Context: an optimization exercise on an open-source flow, tuned for small area, a short achievable clock period and few clock cycles. The choices shown serve that exercise and are no tape-out recipe. Function was checked by simulation only, so behaviour that the tests miss may differ from the original. Power and IR drop assume default switching activity.

==> 09-21 <==
// positional_list_engine
module positional_list_engine
#(
   parameter int CAPACITY   = pos_list_pkg::CAPACITY_DEF,
   parameter int ELEM_WIDTH = pos_list_pkg::ELEM_WIDTH_DEF
) (
   input  wire logic              clock,
   input  wire logic              reset,
   input  wire logic              start,
   output logic                   busy,
   input  wire logic [pos_list_pkg::FUNC_W-1:0] req_func,
   input  wire logic [pos_list_pkg::POS_W-1:0]  req_position,
   input  wire logic [pos_list_pkg::VAL_W-1:0]  req_item_value,
   output logic                   rsp_strobe,
   output logic [pos_list_pkg::VAL_W-1:0]       rsp_removed_value,
   output logic [pos_list_pkg::STAT_W-1:0]      rsp_status,
   output logic [pos_list_pkg::LEN_W-1:0]       rsp_length,
   output logic                   rsp_is_empty
);
   localparam int AW = $clog2(CAPACITY);
   logic                  st_wr_en;
   logic [AW-1:0]         st_addr;
   logic [ELEM_WIDTH-1:0] st_wr_data;
   logic [ELEM_WIDTH-1:0] st_rd_data;
   pos_list_ctrl #(
      .DEPTH (CAPACITY),
      .WIDTH (ELEM_WIDTH),
      .AW    (AW)
   ) u_ctrl (
      .clock             (clock),
      .reset             (reset),
      .start             (start),
      .busy              (busy),
      .req_func          (req_func),
      .req_position      (req_position),
      .req_item_value    (req_item_value),
      .rsp_strobe        (rsp_strobe),
      .rsp_removed_value (rsp_removed_value),
      .rsp_status        (rsp_status),
      .rsp_length        (rsp_length),
      .rsp_is_empty      (rsp_is_empty),
      .st_wr_en          (st_wr_en),
      .st_addr           (st_addr),
      .st_wr_data        (st_wr_data),
      .st_rd_data        (st_rd_data)
   );
   pos_list_store #(
      .DEPTH (CAPACITY),
      .WIDTH (ELEM_WIDTH),
      .AW    (AW)
   ) u_store (
      .clock   (clock),
      .wr_en   (st_wr_en),
      .addr    (st_addr),
      .wr_data (st_wr_data),
      .rd_data (st_rd_data)
   );
endmodule
==> flow/config.mk <==
export PLATFORM = sky130hd
export DESIGN_NAME = positional_list_engine
export DESIGN_NICKNAME = positional_list_engine
export VERILOG_FILES = /design/flow/design.v
export SDC_FILE = /design/flow/constraint.sdc
export NUM_CORES = 4
export LEC_CHECK = 0
export CAP_MARGIN = 20
export CELL_PAD_IN_SITES_DETAIL_PLACEMENT = 1
export CORE_MARGIN = 2
export CORE_UTILIZATION = 35
export PLACE_DENSITY = 0.5
export SETUP_SLACK_MARGIN = 2.3
export SLEW_MARGIN = 20
==> flow/constraint.sdc <==
create_clock -name core_clock -period 5.0 [get_ports {clock}]
set_input_delay 1.0000 -clock core_clock [delete_from_list [all_inputs] [get_ports {clock}]]
set_output_delay 1.0000 -clock core_clock [all_outputs]
set_load 0.01 [all_outputs]
run.sh (not shown) runs the stock make flow with config.mk's settings and CLKGATE_MAP_FILE= SYNTH_SCRIPT=/design/flow/synth_recipe.tcl, a recipe that flattens the netlist after the stock synthesis.
==> 01-24: changes against 09-21 <==
--- a/flow/design.v
+++ b/flow/design.v
@@ -24,25 +24,19 @@
 #(
    parameter int DEPTH = pos_list_pkg::CAPACITY_DEF,
    parameter int WIDTH = pos_list_pkg::ELEM_WIDTH_DEF,
    parameter int AW    = $clog2(DEPTH)
 ) (
    input  wire logic             clock,
    input  wire logic             wr_en,
-   input  wire logic [AW-1:0]    addr,
+   input  wire logic [DEPTH-1:0] sel,
    input  wire logic [WIDTH-1:0] wr_data,
    output logic      [WIDTH-1:0] rd_data
 );
    logic [WIDTH-1:0] mem [DEPTH];
-   logic [DEPTH-1:0] sel;
-   always_comb begin
-      for (int i = 0; i < DEPTH; i++) begin
-         sel[i] = (addr == AW'(i));
-      end
-   end
    always_comb begin
       rd_data = '0;
       for (int i = 0; i < DEPTH; i++) begin
          rd_data = rd_data | (mem[i] & {WIDTH{sel[i]}});
       end
    end
    always_ff @(posedge clock) begin
@@ -68,28 +62,28 @@
    input  wire logic [pos_list_pkg::VAL_W-1:0]  req_item_value,
    output logic                   rsp_strobe,
    output logic [pos_list_pkg::VAL_W-1:0]       rsp_removed_value,
    output logic [pos_list_pkg::STAT_W-1:0]      rsp_status,
    output logic [pos_list_pkg::LEN_W-1:0]       rsp_length,
    output logic                   rsp_is_empty,
    output logic                   st_wr_en,
-   output logic [AW-1:0]          st_addr,
+   output logic [DEPTH-1:0]       st_sel,
    output logic [WIDTH-1:0]       st_wr_data,
    input  wire logic [WIDTH-1:0]  st_rd_data
 );
    localparam int CW = $clog2(DEPTH + 1);
    logic                            accept;
    logic [CW-1:0]                   count_ff, count_in;
    logic                            c_valid, c_ins, c_del;
    logic [DEPTH-1:0]                c_sw, c_sl, c_sr, c_wsel;
    logic [WIDTH-1:0]                c_val;
    logic [pos_list_pkg::STAT_W-1:0] c_stat;
    logic [CW-1:0]                   c_len;
    logic                            d_valid, d_ins, d_del;
-   logic [AW-1:0]                   d_slot;
+   logic [DEPTH-1:0]                d_slot;
    logic [WIDTH-1:0]                d_val;
    logic [pos_list_pkg::STAT_W-1:0] d_stat;
    logic [CW-1:0]                   d_len;
    logic                            o_strobe;
    logic [WIDTH-1:0]                o_rem;
    logic [pos_list_pkg::STAT_W-1:0] o_stat;
    logic [CW-1:0]                   o_len;
@@ -259,21 +253,23 @@
          d_ins   <= 1'b0;
          d_del   <= 1'b0;
       end else begin
          d_valid <= c_valid;
          d_ins   <= c_ins;
          d_del   <= c_del;
       end
-      d_slot <= w_slot;
+      for (int i = 0; i < DEPTH; i++) begin
+         d_slot[i] <= (w_slot == AW'(i));
+      end
       d_val  <= c_val;
       d_stat <= c_stat;
       d_len  <= c_len;
    end
    assign st_wr_en   = d_ins;
-   assign st_addr    = d_slot;
+   assign st_sel     = d_slot;
    assign st_wr_data = d_val;
    always_ff @(posedge clock) begin
       if (reset) o_strobe <= 1'b0;
       else       o_strobe <= d_valid;
       o_rem   <= d_del ? st_rd_data : '0;
       o_stat  <= d_stat;
       o_len   <= d_len;
@@ -303,15 +299,15 @@
    output logic [pos_list_pkg::VAL_W-1:0]       rsp_removed_value,
    output logic [pos_list_pkg::STAT_W-1:0]      rsp_status,
    output logic [pos_list_pkg::LEN_W-1:0]       rsp_length,
    output logic                   rsp_is_empty
 );
    localparam int AW = $clog2(CAPACITY);
    logic                  st_wr_en;
-   logic [AW-1:0]         st_addr;
+   logic [CAPACITY-1:0]   st_sel;
    logic [ELEM_WIDTH-1:0] st_wr_data;
    logic [ELEM_WIDTH-1:0] st_rd_data;
    pos_list_ctrl #(
       .DEPTH (CAPACITY),
       .WIDTH (ELEM_WIDTH),
       .AW    (AW)
    ) u_ctrl (
@@ -324,24 +320,24 @@
       .req_item_value    (req_item_value),
       .rsp_strobe        (rsp_strobe),
       .rsp_removed_value (rsp_removed_value),
       .rsp_status        (rsp_status),
       .rsp_length        (rsp_length),
       .rsp_is_empty      (rsp_is_empty),
       .st_wr_en          (st_wr_en),
-      .st_addr           (st_addr),
+      .st_sel            (st_sel),
       .st_wr_data        (st_wr_data),
       .st_rd_data        (st_rd_data)
    );
    pos_list_store #(
       .DEPTH (CAPACITY),
       .WIDTH (ELEM_WIDTH),
       .AW    (AW)
    ) u_store (
       .clock   (clock),
       .wr_en   (st_wr_en),
-      .addr    (st_addr),
+      .sel     (st_sel),
       .wr_data (st_wr_data),
       .rd_data (st_rd_data)
    );
 endmodule
 `default_nettype wire
CELL_PAD_IN_SITES_DETAIL_PLACEMENT = default   (was 1)
CORE_UTILIZATION = 30   (was 35)
PLACE_DENSITY = 0.45   (was 0.5)
==> 08-15: changes against 09-21 <==
--- a/flow/design.v
+++ b/flow/design.v
@@ -24,25 +24,19 @@
 #(
    parameter int DEPTH = pos_list_pkg::CAPACITY_DEF,
    parameter int WIDTH = pos_list_pkg::ELEM_WIDTH_DEF,
    parameter int AW    = $clog2(DEPTH)
 ) (
    input  wire logic             clock,
    input  wire logic             wr_en,
-   input  wire logic [AW-1:0]    addr,
+   input  wire logic [DEPTH-1:0] sel,
    input  wire logic [WIDTH-1:0] wr_data,
    output logic      [WIDTH-1:0] rd_data
 );
    logic [WIDTH-1:0] mem [DEPTH];
-   logic [DEPTH-1:0] sel;
-   always_comb begin
-      for (int i = 0; i < DEPTH; i++) begin
-         sel[i] = (addr == AW'(i));
-      end
-   end
    always_comb begin
       rd_data = '0;
       for (int i = 0; i < DEPTH; i++) begin
          rd_data = rd_data | (mem[i] & {WIDTH{sel[i]}});
       end
    end
    always_ff @(posedge clock) begin
@@ -68,28 +62,28 @@
    input  wire logic [pos_list_pkg::VAL_W-1:0]  req_item_value,
    output logic                   rsp_strobe,
    output logic [pos_list_pkg::VAL_W-1:0]       rsp_removed_value,
    output logic [pos_list_pkg::STAT_W-1:0]      rsp_status,
    output logic [pos_list_pkg::LEN_W-1:0]       rsp_length,
    output logic                   rsp_is_empty,
    output logic                   st_wr_en,
-   output logic [AW-1:0]          st_addr,
+   output logic [DEPTH-1:0]       st_sel,
    output logic [WIDTH-1:0]       st_wr_data,
    input  wire logic [WIDTH-1:0]  st_rd_data
 );
    localparam int CW = $clog2(DEPTH + 1);
    logic                            accept;
    logic [CW-1:0]                   count_ff, count_in;
    logic                            c_valid, c_ins, c_del;
    logic [DEPTH-1:0]                c_sw, c_sl, c_sr, c_wsel;
    logic [WIDTH-1:0]                c_val;
    logic [pos_list_pkg::STAT_W-1:0] c_stat;
    logic [CW-1:0]                   c_len;
    logic                            d_valid, d_ins, d_del;
-   logic [AW-1:0]                   d_slot;
+   logic [DEPTH-1:0]                d_slot;
    logic [WIDTH-1:0]                d_val;
    logic [pos_list_pkg::STAT_W-1:0] d_stat;
    logic [CW-1:0]                   d_len;
    logic                            o_strobe;
    logic [WIDTH-1:0]                o_rem;
    logic [pos_list_pkg::STAT_W-1:0] o_stat;
    logic [CW-1:0]                   o_len;
@@ -259,21 +253,23 @@
          d_ins   <= 1'b0;
          d_del   <= 1'b0;
       end else begin
          d_valid <= c_valid;
          d_ins   <= c_ins;
          d_del   <= c_del;
       end
-      d_slot <= w_slot;
+      for (int i = 0; i < DEPTH; i++) begin
+         d_slot[i] <= (w_slot == AW'(i));
+      end
       d_val  <= c_val;
       d_stat <= c_stat;
       d_len  <= c_len;
    end
    assign st_wr_en   = d_ins;
-   assign st_addr    = d_slot;
+   assign st_sel     = d_slot;
    assign st_wr_data = d_val;
    always_ff @(posedge clock) begin
       if (reset) o_strobe <= 1'b0;
       else       o_strobe <= d_valid;
       o_rem   <= d_del ? st_rd_data : '0;
       o_stat  <= d_stat;
       o_len   <= d_len;
@@ -303,15 +299,15 @@
    output logic [pos_list_pkg::VAL_W-1:0]       rsp_removed_value,
    output logic [pos_list_pkg::STAT_W-1:0]      rsp_status,
    output logic [pos_list_pkg::LEN_W-1:0]       rsp_length,
    output logic                   rsp_is_empty
 );
    localparam int AW = $clog2(CAPACITY);
    logic                  st_wr_en;
-   logic [AW-1:0]         st_addr;
+   logic [CAPACITY-1:0]   st_sel;
    logic [ELEM_WIDTH-1:0] st_wr_data;
    logic [ELEM_WIDTH-1:0] st_rd_data;
    pos_list_ctrl #(
       .DEPTH (CAPACITY),
       .WIDTH (ELEM_WIDTH),
       .AW    (AW)
    ) u_ctrl (
@@ -324,24 +320,24 @@
       .req_item_value    (req_item_value),
       .rsp_strobe        (rsp_strobe),
       .rsp_removed_value (rsp_removed_value),
       .rsp_status        (rsp_status),
       .rsp_length        (rsp_length),
       .rsp_is_empty      (rsp_is_empty),
       .st_wr_en          (st_wr_en),
-      .st_addr           (st_addr),
+      .st_sel            (st_sel),
       .st_wr_data        (st_wr_data),
       .st_rd_data        (st_rd_data)
    );
    pos_list_store #(
       .DEPTH (CAPACITY),
       .WIDTH (ELEM_WIDTH),
       .AW    (AW)
    ) u_store (
       .clock   (clock),
       .wr_en   (st_wr_en),
-      .addr    (st_addr),
+      .sel     (st_sel),
       .wr_data (st_wr_data),
       .rd_data (st_rd_data)
    );
 endmodule
 `default_nettype wire
CELL_PAD_IN_SITES_DETAIL_PLACEMENT = default   (was 1)
CORE_UTILIZATION = 30   (was 35)
PLACE_DENSITY = 0.45   (was 0.5)
SETUP_SLACK_MARGIN = 2.0   (was 2.3)
==> qor summary <==
                                                                  08-15              09-21              01-24
Outcome                                        timing/DRC/antenna clean  timing/DRC/antenna clean  timing/DRC/antenna clean
Floorplan die area                                           0.3725 mm2         0.3203 mm2         0.3725 mm2
Count of clock-net buffers in the final layout                      443                428                471
Simple-Gate Fraction of Synth Area                               7.263%             10.19%             7.263%
Mapped Avg Cell Area                                          14.24 um2          13.67 um2          14.24 um2
Number of cells produced by synthesis                              7745               8086               7745
Design Power                                                  0.05318 W          0.05206 W          0.05345 W
Hold slack final                                              0.3181 ns          0.3254 ns          0.3016 ns
Non-clock buffer share of cell area                              2.797%             9.469%             4.451%
Placer's final routability congestion estimate                    1.016              1.047              1.011
Layout fillers                                                    34970              31140              34750
Wire length on met2                                           275500 um          288300 um          281100 um
Final period util                                                64.13%             64.33%             58.85%
Fraction of standard cell area in multi-input logic              22.76%             24.23%             23.67%
Reg area                                                    0.07906 mm2        0.07776 mm2        0.07915 mm2
Reg-to-Reg End                                          u_ctrl.c_sw[49]  u_ctrl.perm[8][3]  u_ctrl.d_slot[40]
Number of non-filler instances in the completed layout            13000              13230              13120
Non-clock buffer total of the final layout                          414               1094                531
Crit path arrival time                                          4.05 ns            4.02 ns            3.73 ns
Testbench counts of 09-21, summed over its fixed seeds: cycles 4,816.
Testbench counts of 01-24, summed over its fixed seeds: cycles 4,816.
Testbench counts of 08-15, summed over its fixed seeds: cycles 4,816.

static timing again, ports no longer ideal:
In the flow no input, the clock included, has a driving cell. The finished layouts below were timed again as built, in two steps.
Step 1 assumes that a clkbuf_16 drives the clock port and a buf_2 every other input.
Step 2 moves the port delays by t, midway between the first and last clock arrival at a register: inputs arrive t later, outputs are due t later. That takes back most of the time a late clock gives input paths.
Slacks: no drivers / after step 1 / after step 2; pairs: no drivers / after step 1.
run | t (ns) | slack for setup (ns) | worst setup path after step 2 | worst register clock-pin slew, ns | cell pins on the clock port's net
09-21 | 1.062 | 1.784 / 1.784 / 1.337 | input to register | 0.07 / 0.07 | 1
01-24 | 1.058 | 2.058 / 2.058 / 1.232 | input to register | 0.07 / 0.07 | 1
08-15 | 1.052 | 1.793 / 1.793 / 1.108 | input to register | 0.07 / 0.07 | 1
After both steps every run listed still meets setup and hold. The setup slack of 01-24, which loses most, moves by 0.000 ns with the drivers and by -0.826 ns with both steps.
